From an optimization exercise on the open Yosys and OpenROAD flow, aimed at small area, a short achievable clock period and few clock cycles; shortcuts taken in it are not production practice. In this exercise RTL edits were held to simulation tests only and were not proved equivalent to the original. Power figures rest on the tool's default switching activity, not on a simulated workload.

==> design.v <==
`timescale 1ns/1ns
`default_nettype none
package l1_cache_pkg;
    localparam int ADDR_W   = 32;
    localparam int DATA_W   = 32;
    localparam int OFFSET_W = 2;
    localparam int INDEX_W  = 4;
    localparam int SETS     = 16;
    localparam int WAYS     = 2;
    localparam int TAG_W    = ADDR_W - INDEX_W - OFFSET_W;
    typedef logic [INDEX_W-1:0] index_t;
    typedef logic [TAG_W-1:0]   tag_t;
    typedef logic               way_t;
    typedef logic [DATA_W-1:0]  data_t;
    typedef enum logic [1:0] {
        line_invalid   = 2'b00,
        line_exclusive = 2'b10,
        line_modified  = 2'b11
    } line_state_e;
    typedef enum logic {
        op_read  = 1'b0,
        op_write = 1'b1
    } cpu_op_e;
    typedef enum logic {
        lv2_read  = 1'b0,
        lv2_write = 1'b1
    } lv2_op_e;
endpackage
`default_nettype wire
`timescale 1ns/1ns
`default_nettype none
module tag_state_array (
    input  logic        clk,
    input  logic        arst_n,
    input  l1_cache_pkg::index_t      lk_index,
    input  l1_cache_pkg::index_t      ct_index,
    input  logic        wr_en,
    input  l1_cache_pkg::way_t        wr_way,
    input  l1_cache_pkg::tag_t        wr_tag,
    input  l1_cache_pkg::line_state_e wr_state,
    input  logic        lru_en,
    input  l1_cache_pkg::way_t        lru_way,
    output l1_cache_pkg::tag_t [l1_cache_pkg::WAYS-1:0]             lk_tags,
    output logic [l1_cache_pkg::WAYS-1:0][1:0]      lk_states,
    output l1_cache_pkg::way_t             lk_lru,
    output l1_cache_pkg::tag_t [l1_cache_pkg::WAYS-1:0]             ct_tags,
    output logic [l1_cache_pkg::WAYS-1:0][1:0]      ct_states
);
    l1_cache_pkg::tag_t        tags   [l1_cache_pkg::WAYS][l1_cache_pkg::SETS];
    l1_cache_pkg::line_state_e states [l1_cache_pkg::WAYS][l1_cache_pkg::SETS];
    logic [l1_cache_pkg::SETS-1:0] lru;
    always_ff @(posedge clk) begin
        if (wr_en) begin
            tags[wr_way][ct_index] <= wr_tag;
        end
    end
    always_ff @(posedge clk or negedge arst_n) begin
        if (!arst_n) begin
            for (int s = 0; s < l1_cache_pkg::SETS; s++) begin
                lru[s] <= 1'b0;
                for (int w = 0; w < l1_cache_pkg::WAYS; w++) begin
                    states[w][s] <= l1_cache_pkg::line_invalid;
                end
            end
        end else begin
            if (wr_en) begin
                states[wr_way][ct_index] <= wr_state;
            end
            if (lru_en) begin
                lru[ct_index] <= lru_way;
            end
        end
    end
    always_comb begin
        for (int w = 0; w < l1_cache_pkg::WAYS; w++) begin
            lk_tags[w]   = tags[w][lk_index];
            lk_states[w] = states[w][lk_index];
            ct_tags[w]   = tags[w][ct_index];
            ct_states[w] = states[w][ct_index];
        end
    end
    assign lk_lru = lru[lk_index];
endmodule
`default_nettype wire
`timescale 1ns/1ns
`default_nettype none
module data_array (
    input  logic   clk,
    input  logic   wr_en,
    input  l1_cache_pkg::index_t wr_index,
    input  l1_cache_pkg::way_t   wr_way,
    input  l1_cache_pkg::data_t  wr_data,
    input  l1_cache_pkg::index_t rd_index,
    input  l1_cache_pkg::way_t   rd_way,
    output l1_cache_pkg::data_t       rd_data
);
    l1_cache_pkg::data_t mem [l1_cache_pkg::WAYS][l1_cache_pkg::SETS];
    always_ff @(posedge clk) begin
        if (wr_en) begin
            mem[wr_way][wr_index] <= wr_data;
        end
    end
    assign rd_data = mem[rd_way][rd_index];
endmodule
`default_nettype wire
`timescale 1ns/1ns
`default_nettype none
module lookup_stage (
    input  logic        clk,
    input  logic        arst_n,
    input  logic        cpu_valid,
    output logic             cpu_ready,
    input  l1_cache_pkg::cpu_op_e     cpu_op,
    input  logic [l1_cache_pkg::ADDR_W-1:0] cpu_addr,
    input  l1_cache_pkg::data_t       cpu_wdata,
    input  l1_cache_pkg::tag_t [l1_cache_pkg::WAYS-1:0]        tags,
    input  logic [l1_cache_pkg::WAYS-1:0][1:0] states,
    input  l1_cache_pkg::way_t        lru,
    output l1_cache_pkg::index_t           index,
    output logic             lk_valid,
    input  logic        lk_ready,
    output l1_cache_pkg::cpu_op_e          lk_op,
    output l1_cache_pkg::tag_t             lk_tag,
    output l1_cache_pkg::index_t           lk_index,
    output l1_cache_pkg::data_t            lk_wdata,
    output logic             lk_hit,
    output l1_cache_pkg::way_t             lk_way
);
    logic            full_q;
    l1_cache_pkg::cpu_op_e         op_q;
    l1_cache_pkg::tag_t            tag_q;
    l1_cache_pkg::index_t          index_q;
    l1_cache_pkg::data_t           wdata_q;
    logic [l1_cache_pkg::WAYS-1:0] way_hit;
    logic            accept;
    assign cpu_ready = !full_q || lk_ready;
    assign accept    = cpu_valid && cpu_ready;
    always_ff @(posedge clk or negedge arst_n) begin
        if (!arst_n) begin
            full_q <= 1'b0;
        end else if (accept) begin
            full_q <= 1'b1;
        end else if (lk_ready) begin
            full_q <= 1'b0;
        end
    end
    always_ff @(posedge clk) begin
        if (accept) begin
            op_q    <= cpu_op;
            tag_q   <= cpu_addr[l1_cache_pkg::ADDR_W-1 -: l1_cache_pkg::TAG_W];
            index_q <= cpu_addr[l1_cache_pkg::OFFSET_W +: l1_cache_pkg::INDEX_W];
            wdata_q <= cpu_wdata;
        end
    end
    always_comb begin
        for (int w = 0; w < l1_cache_pkg::WAYS; w++) begin
            way_hit[w] = (states[w] != l1_cache_pkg::line_invalid) && (tags[w] == tag_q);
        end
    end
    always_comb begin
        lk_hit = |way_hit;
        lk_way = ~lru;
        for (int w = l1_cache_pkg::WAYS - 1; w >= 0; w--) begin
            if (states[w] == l1_cache_pkg::line_invalid) begin
                lk_way = l1_cache_pkg::way_t'(w);
            end
        end
        for (int w = l1_cache_pkg::WAYS - 1; w >= 0; w--) begin
            if (way_hit[w]) begin
                lk_way = l1_cache_pkg::way_t'(w);
            end
        end
    end
    assign index    = index_q;
    assign lk_valid = full_q;
    assign lk_op    = op_q;
    assign lk_tag   = tag_q;
    assign lk_index = index_q;
    assign lk_wdata = wdata_q;
endmodule
`default_nettype wire
`timescale 1ns/1ns
`default_nettype none
module line_ctrl_stage (
    input  logic        clk,
    input  logic        arst_n,
    input  logic        lk_valid,
    output logic             lk_ready,
    input  l1_cache_pkg::cpu_op_e     lk_op,
    input  l1_cache_pkg::tag_t        lk_tag,
    input  l1_cache_pkg::index_t      lk_index,
    input  l1_cache_pkg::data_t       lk_wdata,
    input  logic        lk_hit,
    input  l1_cache_pkg::way_t        lk_way,
    input  l1_cache_pkg::tag_t [l1_cache_pkg::WAYS-1:0]        victim_tag,
    input  logic [l1_cache_pkg::WAYS-1:0][1:0] victim_state,
    output l1_cache_pkg::index_t           ct_index,
    output logic             tag_wr_en,
    output l1_cache_pkg::way_t             tag_wr_way,
    output l1_cache_pkg::tag_t             tag_wr_tag,
    output l1_cache_pkg::line_state_e      tag_wr_state,
    output logic             lru_en,
    output l1_cache_pkg::way_t             lru_way,
    output logic             data_wr_en,
    output l1_cache_pkg::way_t             data_wr_way,
    output l1_cache_pkg::data_t            data_wr_data,
    output l1_cache_pkg::index_t           data_rd_index,
    output l1_cache_pkg::way_t             data_rd_way,
    input  l1_cache_pkg::data_t       data_rd_data,
    output logic             rsp_valid,
    output l1_cache_pkg::data_t            rsp_rdata,
    output logic             lv2_req_valid,
    input  logic        lv2_req_ready,
    output l1_cache_pkg::lv2_op_e          lv2_req_op,
    output logic [l1_cache_pkg::ADDR_W-1:0] lv2_addr,
    output l1_cache_pkg::data_t            lv2_wdata,
    input  logic        lv2_rsp_valid,
    input  l1_cache_pkg::data_t       lv2_rsp_rdata
);
    typedef enum logic [2:0] {
        st_idle,
        st_writeback,
        st_fill_req,
        st_fill_wait,
        st_update,
        st_respond
    } ctrl_state_e;
    ctrl_state_e state_q;
    ctrl_state_e state_d;
    l1_cache_pkg::cpu_op_e op_q;
    l1_cache_pkg::tag_t    tag_q;
    l1_cache_pkg::index_t  index_q;
    l1_cache_pkg::data_t   wdata_q;
    logic    hit_q;
    l1_cache_pkg::way_t    way_q;
    l1_cache_pkg::data_t   fill_q;
    logic    line_write;
    l1_cache_pkg::tag_t    req_tag;
    always_comb begin
        state_d = state_q;
        case (state_q)
            st_idle: begin
                if (lk_valid) begin
                    if (lk_hit) begin
                        state_d = st_update;
                    end else if (victim_state[lk_way] == l1_cache_pkg::line_modified) begin
                        state_d = st_writeback;
                    end else begin
                        state_d = st_fill_req;
                    end
                end
            end
            st_writeback: begin
                if (lv2_req_ready) begin
                    state_d = st_fill_req;
                end
            end
            st_fill_req: begin
                if (lv2_req_ready) begin
                    state_d = st_fill_wait;
                end
            end
            st_fill_wait: begin
                if (lv2_rsp_valid) begin
                    state_d = st_update;
                end
            end
            st_update:  state_d = st_respond;
            st_respond: state_d = st_idle;
            default:    state_d = st_idle;
        endcase
    end
    always_ff @(posedge clk or negedge arst_n) begin
        if (!arst_n) begin
            state_q <= st_idle;
        end else begin
            state_q <= state_d;
        end
    end
    always_ff @(posedge clk) begin
        if (state_q == st_idle && lk_valid) begin
            op_q    <= lk_op;
            tag_q   <= lk_tag;
            index_q <= lk_index;
            wdata_q <= lk_wdata;
            hit_q   <= lk_hit;
            way_q   <= lk_way;
        end
        if (state_q == st_fill_wait && lv2_rsp_valid) begin
            fill_q <= lv2_rsp_rdata;
        end
    end
    assign lk_ready = (state_q == st_idle);
    assign ct_index = (state_q == st_idle) ? lk_index : index_q;
    assign line_write = (state_q == st_update) && (op_q == l1_cache_pkg::op_write || !hit_q);
    assign tag_wr_en    = line_write;
    assign tag_wr_way   = way_q;
    assign tag_wr_tag   = tag_q;
    assign tag_wr_state = (op_q == l1_cache_pkg::op_write) ? l1_cache_pkg::line_modified : l1_cache_pkg::line_exclusive;
    assign lru_en       = (state_q == st_update);
    assign lru_way      = way_q;
    assign data_wr_en   = line_write;
    assign data_wr_way  = way_q;
    assign data_wr_data = (op_q == l1_cache_pkg::op_write) ? wdata_q : fill_q;
    assign data_rd_index = index_q;
    assign data_rd_way   = way_q;
    assign rsp_valid = (state_q == st_respond);
    assign rsp_rdata = data_rd_data;
    assign req_tag       = (state_q == st_writeback) ? victim_tag[way_q] : tag_q;
    assign lv2_req_valid = (state_q == st_writeback) || (state_q == st_fill_req);
    assign lv2_req_op    = (state_q == st_writeback) ? l1_cache_pkg::lv2_write : l1_cache_pkg::lv2_read;
    assign lv2_addr      = {req_tag, index_q, {l1_cache_pkg::OFFSET_W{1'b0}}};
    assign lv2_wdata     = data_rd_data;
endmodule
`default_nettype wire
`timescale 1ns/1ns
`default_nettype none
module l1_dcache_top (
    input  logic        clk,
    input  logic        arst_n,
    input  logic        cpu_valid,
    output logic        cpu_ready,
    input  logic        cpu_op,
    input  logic [31:0] cpu_addr,
    input  logic [31:0] cpu_wdata,
    output logic        rsp_valid,
    output logic [31:0] rsp_rdata,
    output logic        lv2_req_valid,
    input  logic        lv2_req_ready,
    output logic        lv2_req_op,
    output logic [31:0] lv2_addr,
    output logic [31:0] lv2_wdata,
    input  logic        lv2_rsp_valid,
    input  logic [31:0] lv2_rsp_rdata
);
    l1_cache_pkg::lv2_op_e lv2_req_op_e;
    assign lv2_req_op = lv2_req_op_e;
    l1_cache_pkg::tag_t [l1_cache_pkg::WAYS-1:0]        lk_tags;
    logic [l1_cache_pkg::WAYS-1:0][1:0] lk_states;
    l1_cache_pkg::way_t        lk_lru;
    l1_cache_pkg::index_t      lk_arr_index;
    l1_cache_pkg::tag_t [l1_cache_pkg::WAYS-1:0]        ct_tags;
    logic [l1_cache_pkg::WAYS-1:0][1:0] ct_states;
    l1_cache_pkg::index_t      ct_index;
    logic    lk_valid;
    logic    lk_ready;
    l1_cache_pkg::cpu_op_e lk_op;
    l1_cache_pkg::tag_t    lk_tag;
    l1_cache_pkg::index_t  lk_index;
    l1_cache_pkg::data_t   lk_wdata;
    logic    lk_hit;
    l1_cache_pkg::way_t    lk_way;
    logic        tag_wr_en;
    l1_cache_pkg::way_t        tag_wr_way;
    l1_cache_pkg::tag_t        tag_wr_tag;
    l1_cache_pkg::line_state_e tag_wr_state;
    logic        lru_en;
    l1_cache_pkg::way_t        lru_way;
    logic        data_wr_en;
    l1_cache_pkg::way_t        data_wr_way;
    l1_cache_pkg::data_t       data_wr_data;
    l1_cache_pkg::index_t      data_rd_index;
    l1_cache_pkg::way_t        data_rd_way;
    l1_cache_pkg::data_t       data_rd_data;
    lookup_stage u_lookup (
        .clk       (clk),
        .arst_n    (arst_n),
        .cpu_valid (cpu_valid),
        .cpu_ready (cpu_ready),
        .cpu_op    (l1_cache_pkg::cpu_op_e'(cpu_op)),
        .cpu_addr  (cpu_addr),
        .cpu_wdata (cpu_wdata),
        .tags      (lk_tags),
        .states    (lk_states),
        .lru       (lk_lru),
        .index     (lk_arr_index),
        .lk_valid  (lk_valid),
        .lk_ready  (lk_ready),
        .lk_op     (lk_op),
        .lk_tag    (lk_tag),
        .lk_index  (lk_index),
        .lk_wdata  (lk_wdata),
        .lk_hit    (lk_hit),
        .lk_way    (lk_way)
    );
    line_ctrl_stage u_ctrl (
        .clk           (clk),
        .arst_n        (arst_n),
        .lk_valid      (lk_valid),
        .lk_ready      (lk_ready),
        .lk_op         (lk_op),
        .lk_tag        (lk_tag),
        .lk_index      (lk_index),
        .lk_wdata      (lk_wdata),
        .lk_hit        (lk_hit),
        .lk_way        (lk_way),
        .victim_tag    (ct_tags),
        .victim_state  (ct_states),
        .ct_index      (ct_index),
        .tag_wr_en     (tag_wr_en),
        .tag_wr_way    (tag_wr_way),
        .tag_wr_tag    (tag_wr_tag),
        .tag_wr_state  (tag_wr_state),
        .lru_en        (lru_en),
        .lru_way       (lru_way),
        .data_wr_en    (data_wr_en),
        .data_wr_way   (data_wr_way),
        .data_wr_data  (data_wr_data),
        .data_rd_index (data_rd_index),
        .data_rd_way   (data_rd_way),
        .data_rd_data  (data_rd_data),
        .rsp_valid     (rsp_valid),
        .rsp_rdata     (rsp_rdata),
        .lv2_req_valid (lv2_req_valid),
        .lv2_req_ready (lv2_req_ready),
        .lv2_req_op    (lv2_req_op_e),
        .lv2_addr      (lv2_addr),
        .lv2_wdata     (lv2_wdata),
        .lv2_rsp_valid (lv2_rsp_valid),
        .lv2_rsp_rdata (lv2_rsp_rdata)
    );
    tag_state_array u_tags (
        .clk       (clk),
        .arst_n    (arst_n),
        .lk_index  (lk_arr_index),
        .ct_index  (ct_index),
        .wr_en     (tag_wr_en),
        .wr_way    (tag_wr_way),
        .wr_tag    (tag_wr_tag),
        .wr_state  (tag_wr_state),
        .lru_en    (lru_en),
        .lru_way   (lru_way),
        .lk_tags   (lk_tags),
        .lk_states (lk_states),
        .lk_lru    (lk_lru),
        .ct_tags   (ct_tags),
        .ct_states (ct_states)
    );
    data_array u_data (
        .clk      (clk),
        .wr_en    (data_wr_en),
        .wr_index (ct_index),
        .wr_way   (data_wr_way),
        .wr_data  (data_wr_data),
        .rd_index (data_rd_index),
        .rd_way   (data_rd_way),
        .rd_data  (data_rd_data)
    );
endmodule
`default_nettype wire
==> run.sh <==
#!/bin/bash
# synth_recipe.tcl (not shown) runs the flow's synth.tcl, then flattens the netlist and writes it again
# the make line also repeats each setting of config.mk as NAME=value (left out here)
make -C /OpenROAD-flow-scripts/flow DESIGN_CONFIG=/design/flow/config.mk WORK_HOME=/design/flow/orfs CLKGATE_MAP_FILE= SYNTH_SCRIPT=/design/flow/synth_recipe.tcl finish
==> config.mk <==
export PLATFORM = sky130hd
export DESIGN_NAME = l1_dcache_top
export DESIGN_NICKNAME = l1_dcache_top
export VERILOG_FILES = /design/flow/design.v
export SDC_FILE = /design/flow/constraint.sdc
export NUM_CORES = 4
export LEC_CHECK = 0
export CAP_MARGIN = 20
export CORE_MARGIN = 2
export CORE_UTILIZATION = 40
export SLEW_MARGIN = 20
==> constraint.sdc <==
create_clock -name core_clock -period 8.0 [get_ports {clk}]
set_input_delay 1.6000 -clock core_clock [delete_from_list [all_inputs] [get_ports {clk}]]
set_output_delay 1.6000 -clock core_clock [all_outputs]
set_load 0.01 [all_outputs]
==> tab_implementation.tex <==
\begin{tabular}{lr}
\hline
Metric & Value \\
\hline
\multicolumn{2}{l}{\textbf{Synth}} \\
\quad Synth async-reset ratio & 3.99\% \\
\quad Fraction of post-synthesis cell area in the top cell type by area & 67.7\% \\
\quad Synth Area in Simple Gates & 4.24\% \\
\quad Mapped cell area & 89,400 um2 \\
\quad Leading area contributor after synthesis & sky130\_fd\_sc\_hd\_\_edfxtp\_1 \\
\quad Adder-cell share of the synthesized area & 0.0560\% \\
\quad Share of the synthesized netlist area taken by xor and xnor gates & 0.656\% \\
\quad Syn Inst Count & 4,742 \\
\quad Multiplexer fraction of the synthesized cell area & 18.9\% \\
\quad Post-synthesis area per instance & 18.9 um2 \\
\quad Synth Register Bits & 2,104 \\
\quad Proportion of synthesized chip area in sequential cells & 70.2\% \\
\quad Count of flip-flops with a built-in enable after synthesis & 2,016 \\
\quad Distinct cells, synth & 86 \\
\quad Commonest register cell after synthesis & sky130\_fd\_sc\_hd\_\_edfxtp\_1 \\
\quad Share of the synthesized area in compound gates (AO/OA/AOI/OAI) & 3.77\% \\
\quad Top cells by area in the synthesized netlist & sky130\_fd\_sc\_hd\_\_edfxtp\_1, sky130\_fd\_sc\_hd\_\_mux4\_2, sky130\_fd\_sc\_hd\_\_dfrtp\_1 \\
\quad Total number of yosys warnings & 5 \\
\quad Largest family of logic cells by synthesized area & multiplexers \\
\multicolumn{2}{l}{\textbf{Setup path}} \\
\quad Critical Path Slowest Stage Cell & sky130\_fd\_sc\_hd\_\_nor3\_1 \\
\quad Worst Path Max Fanout & 71 \\
\quad Worst Path Class, Setup & register to primary output \\
\quad Arrival time at the worst endpoint & 5.84 ns \\
\quad Critical Path, Cell by Cell & nor3\_1, mux2\_8, inv\_4, buf\_12, nand2\_1, and3\_1, a311oi\_1, a311oi\_1, a31oi\_1, a21oi\_1, o21ai\_0, clkdlybuf4s50\_1 \\
\quad Max incr delay on CP & 0.74 ns \\
\quad Endpoint required time on the critical path & 6.40 ns \\
\quad Worst path buffer plus inverter count & 3 \\
\quad Cell repeated most along the worst path & sky130\_fd\_sc\_hd\_\_a311oi\_1 \\
\quad Family with the most delay on the worst path & buffers and inverters \\
\quad Crit start category & register \\
\quad Kind of end point of the critical path & primary output \\
\multicolumn{2}{l}{\textbf{Place}} \\
\quad Cell area after placement & 95,200 um2 \\
\quad Global placement routability congestion & 0.855 \\
\quad Number of placed instances, taps included & 7,717 \\
\quad DPL Wire Length & 149,000 um \\
\quad Number of port buffers & 197 \\
\multicolumn{2}{l}{\textbf{Pwr}} \\
\quad Leakage dissipation & 32.8 nW \\
\quad Tot Pwr & 0.0347 W \\
\quad Power density cells & 340 nW/um2 \\
\quad Worst supply voltage drop on vdd & 292 uV \\
\multicolumn{2}{l}{\textbf{Layout}} \\
\quad Filler instances & 18,800 \\
\quad Fraction of final layout cells with drive strength greater than 1 & 24.7\% \\
\quad End-of-flow core utilization & 45.9\% \\
\quad Number of cells in the finished layout apart from fillers & 8,121 \\
\quad Number of nets at the end of the flow & 5,072 \\
\quad Layout-stage area growth over the synthesis result & 14.2\% \\
\quad Sequential cell area & 62,700 um2 \\
\quad Area taken by multi-input logic gates & 25,000 um2 \\
\quad Final std cell area, no fill & 102,000 um2 \\
\multicolumn{2}{l}{\textbf{Route}} \\
\quad Final routed DRC violation total & 0 \\
\quad Total length of routed wires & 269,000 um \\
\quad Average via count per standard cell & 6.16 \\
\quad Via total after detailed routing & 50,000 \\
\quad Wire length per cell after detailed routing & 33.1 um \\
\quad First-pass iteration count of the detailed router & 8 \\
\quad Post-DRT Antenna Nets & 0 \\
\quad DRC marker count from the first detailed-route iteration & 6,328 \\
\multicolumn{2}{l}{\textbf{STA}} \\
\quad Fin. max-slew vios & 0 \\
\quad Post-Route Skew & 0.0741 ns \\
\quad Final min period & 7.44 ns \\
\quad Period Utilization, post-route & 93.0\% \\
\quad Setup violation total in the final timing report & 0 \\
\quad Tightest Pin Transition & 1.16 ns \\
\quad Unrepaired setup endpoints after global routing & no \\
\quad Setup tns final & 0 ns \\
\quad Final hold violation count & 0 \\
\quad Worst slew margin relative to its limit & 22.5\% \\
\quad Achievable Freq & 134 MHz \\
\multicolumn{2}{l}{\textbf{Clock tree}} \\
\quad Clock sink total & 2,104 \\
\quad Number of instances resized during post-cts repair & 0 \\
\quad Number of buffers between clock root and the deepest sink & 3 \\
\quad Post-CTS Hold Buffers & 0 \\
\quad Clock tree from TritonCTS & done \\
\quad CTS Root Buffer Type & sky130\_fd\_sc\_hd\_\_clkbuf\_16 \\
\quad Insertion delay to the later sink of the worst-skew pair & 0.88 ns \\
\quad Level count of the clock H-tree & 4 \\
\quad Clock-pin transition on the worst setup and hold timing paths & 0.06 ns \\
\quad Post-CTS repair timing setup buffer count & 0 \\
\quad Clock buffer count from CTS & 217 \\
\multicolumn{2}{l}{\textbf{Outcome}} \\
\quad Result of the run & timing/DRC/antenna clean \\
\multicolumn{2}{l}{\textbf{Floorplan}} \\
\quad Die width & 477 um \\
\quad Top-level I/O count & 202 \\
\quad Vertical die dimension & 477 um \\
\quad Row count & 173 \\
\quad Core region area & 222,000 um2 \\
\quad Effective utilization at floorplan & 40.2\% \\
\quad Die ar. & 227,000 um2 \\
\multicolumn{2}{l}{\textbf{Global routing}} \\
\quad Number of global-route vias before repair & 49,900 \\
\quad Antenna violations before repair & 6 \\
\quad Grt total ovfl & 0 \\
\quad Wire length of the first global-routing pass & 378,000 um \\
\quad GRT Total Usage & 23.2\% \\
\quad Largest net degree at the start of global routing & 131 \\
\multicolumn{2}{l}{\textbf{Job}} \\
\quad Max-capacitance violation count & 0 \\
\multicolumn{2}{l}{\textbf{Worst hold path}} \\
\quad Hold WC Path Type & register to register \\
\hline
\end{tabular}
## registers in the layout, indices dropped and copies added (netlist names), named ones only
signal and flops:
u_ctrl.fill_q 32, u_ctrl.hit_q 1, u_ctrl.index_q 4, u_ctrl.op_q 1, u_ctrl.state_q 3, u_ctrl.tag_q 26
u_ctrl.way_q 1, u_ctrl.wdata_q 32, u_data.mem 1024, u_lookup.full_q 1, u_lookup.index_q 4, u_lookup.op_q 1
u_lookup.tag_q 26, u_lookup.wdata_q 32, u_tags.lru 16, u_tags.states 64, u_tags.tags 832
## final timing paths
| path | endpoint | slack (ns) | start | cells after the start |
|---|---|---|---|---|
| max reg2reg | u_tags.tags[15][20] | 2.09 | u_ctrl.state_q[1] | 8 |
| min in group asynchronous | u_tags.lru[8] | 0.64 | arst_n | 1 |
| max in group asynchronous | u_tags.states[6][1] | 6.15 | arst_n | 2 |
| min reg2reg | u_ctrl.wdata_q[21] | 0.42 | u_lookup.wdata_q[21] | 0 |
| min | u_ctrl.wdata_q[21] | 0.42 | u_lookup.wdata_q[21] | 0 |
| max | lv2_addr[23] | 0.56 | u_ctrl.state_q[1] | 12 |
## metrics by stage
step | hold slack, ns | setup WS, ns
finish | 0.417 | 0.562
global route | 0.424 | 0.280
CTS | 0.419 | 0.574
detailed placement | 0.405 | 1.45
global placement | 0.401 | 1.45
floorplan | 0.400 | 2.09
## final cells by class
cell class,instances,share of cell area [%]
flip-flops and latches,2104,61.4
multi-input cells,2260,24.5
clock buffers,280,5.65
well taps,2975,3.65
repair buffers,347,3.57
clock inverters,116,1.06
inverters,36,0.142
diodes,3,0.00735
## cells in the mapped netlist (23+ instances only)
cell and count:
sky130_fd_sc_hd__buf_6 25, sky130_fd_sc_hd__buf_4 65, sky130_fd_sc_hd__nand3_1 152, sky130_fd_sc_hd__a22oi_1 79
sky130_fd_sc_hd__a22o_1 23, sky130_fd_sc_hd__or2_2 31, sky130_fd_sc_hd__o21ai_0 59, sky130_fd_sc_hd__buf_1 44
sky130_fd_sc_hd__a21oi_1 52, sky130_fd_sc_hd__inv_1 31, sky130_fd_sc_hd__a31oi_1 26, sky130_fd_sc_hd__edfxtp_1 2016
sky130_fd_sc_hd__buf_2 85, sky130_fd_sc_hd__mux2_2 128, sky130_fd_sc_hd__xnor2_1 45, sky130_fd_sc_hd__a311oi_1 47
sky130_fd_sc_hd__o22ai_1 26, sky130_fd_sc_hd__clkbuf_1 122, sky130_fd_sc_hd__mux4_2 609, sky130_fd_sc_hd__nor2_1 71
sky130_fd_sc_hd__and3_1 40, sky130_fd_sc_hd__dfrtp_1 84, sky130_fd_sc_hd__mux2i_1 162, sky130_fd_sc_hd__nand2_1 425
## worst register-to-register path: stages (launching register included)
cell	delay, ns
sky130_fd_sc_hd__dfrtp_1	0.55
sky130_fd_sc_hd__nor3_1	0.74
sky130_fd_sc_hd__mux2_8	0.68
sky130_fd_sc_hd__buf_12	0.44
sky130_fd_sc_hd__buf_12	0.52
sky130_fd_sc_hd__ha_1	0.77
sky130_fd_sc_hd__nand2_1	0.46
sky130_fd_sc_hd__nor2_4	0.78
sky130_fd_sc_hd__buf_12	0.51
## cell usage in the layout (no fill, tap or decap), types with 9 or more instances in the layout
| master | count |
|---|---|
| sky130_fd_sc_hd__a211oi_1 | 14 |
| sky130_fd_sc_hd__a21oi_1 | 52 |
| sky130_fd_sc_hd__a221oi_1 | 18 |
| sky130_fd_sc_hd__a222oi_1 | 13 |
| sky130_fd_sc_hd__a22o_1 | 23 |
| sky130_fd_sc_hd__a22oi_1 | 79 |
| sky130_fd_sc_hd__a311oi_1 | 47 |
| sky130_fd_sc_hd__a31oi_1 | 26 |
| sky130_fd_sc_hd__a32oi_1 | 13 |
| sky130_fd_sc_hd__and3_1 | 40 |
| sky130_fd_sc_hd__buf_12 | 37 |
| sky130_fd_sc_hd__buf_4 | 107 |
| sky130_fd_sc_hd__bufinv_16 | 14 |
| sky130_fd_sc_hd__clkbuf_1 | 57 |
| sky130_fd_sc_hd__clkbuf_16 | 221 |
| sky130_fd_sc_hd__clkdlybuf4s50_1 | 196 |
| sky130_fd_sc_hd__clkinv_1 | 58 |
| sky130_fd_sc_hd__clkinv_2 | 27 |
| sky130_fd_sc_hd__dfrtp_1 | 84 |
| sky130_fd_sc_hd__edfxtp_1 | 2016 |
| sky130_fd_sc_hd__inv_1 | 29 |
| sky130_fd_sc_hd__mux2_2 | 127 |
| sky130_fd_sc_hd__mux2i_1 | 160 |
| sky130_fd_sc_hd__mux4_2 | 609 |
| sky130_fd_sc_hd__nand2_1 | 425 |
| sky130_fd_sc_hd__nand2b_1 | 16 |
| sky130_fd_sc_hd__nand3_1 | 151 |
| sky130_fd_sc_hd__nor2_1 | 39 |
| sky130_fd_sc_hd__nor2_4 | 32 |
| sky130_fd_sc_hd__nor2b_1 | 14 |
| sky130_fd_sc_hd__nor3_1 | 21 |
| sky130_fd_sc_hd__o211ai_1 | 9 |
| sky130_fd_sc_hd__o21ai_0 | 59 |
| sky130_fd_sc_hd__o21ai_1 | 17 |
| sky130_fd_sc_hd__o22ai_1 | 25 |
| sky130_fd_sc_hd__or2_2 | 31 |
| sky130_fd_sc_hd__xnor2_1 | 45 |
| sky130_fd_sc_hd__xor2_1 | 22 |
## report_power, final
part | total, W | leakage [nW] | internal, W | switching [W]
registers | 0.0141 | 19.3 | 0.0134 | 0.000711
clock network | 0.00982 | 3.32 | 0.00553 | 0.00429
logic | 0.0107 | 10.2 | 0.00426 | 0.00647
total | 0.0347 | 32.8 | 0.0232 | 0.0115
## layer usage
| metal | part of all wire, % | global-route usage [%] |
|---|---|---|
| met1 | 40 | 31.8 |
| met2 | 48 | 37.6 |
| met3 | 8.4 | 4.37 |
| met4 | 3.5 | 7.78 |
| met5 | 0.0048 | 0 |
## cells by family after synthesis
kind of cell | count (synthesis)
flip-flops | 2104
multiplexers | 904
AND/OR/NAND/NOR | 823
AO/OA/AOI/OAI | 460
buffers and inverters | 379
XOR/XNOR | 67
adder cells (fa/ha/maj) | 4
other | 1
Testbench counts, summed over its fixed seeds: cycles 88,844.

re-timing with driven ports:
How much do the figures lean on ideal ports? The routed layout below was timed once more, with nothing changed but the port constraints. Step 1: set_driving_cell puts a clkbuf_16 on clk and a buf_2 on each other input, an assumption about the parent block. Step 2 also shifts input and output timing later by t, the mid clock arrival at the registers, as if the neighbouring blocks saw the same clock. Slacks: no drivers / after step 1 / after step 2; pairs: no drivers / after step 1.
shift t [ns]: 0.932
slack for setup (ns): 0.562 / 0.471 / 1.404
worst setup path at the end: register to output
After both steps this run still meets setup and hold. For this run, drivers alone change the setup slack by -0.091 ns; drivers and shift together by +0.842 ns.
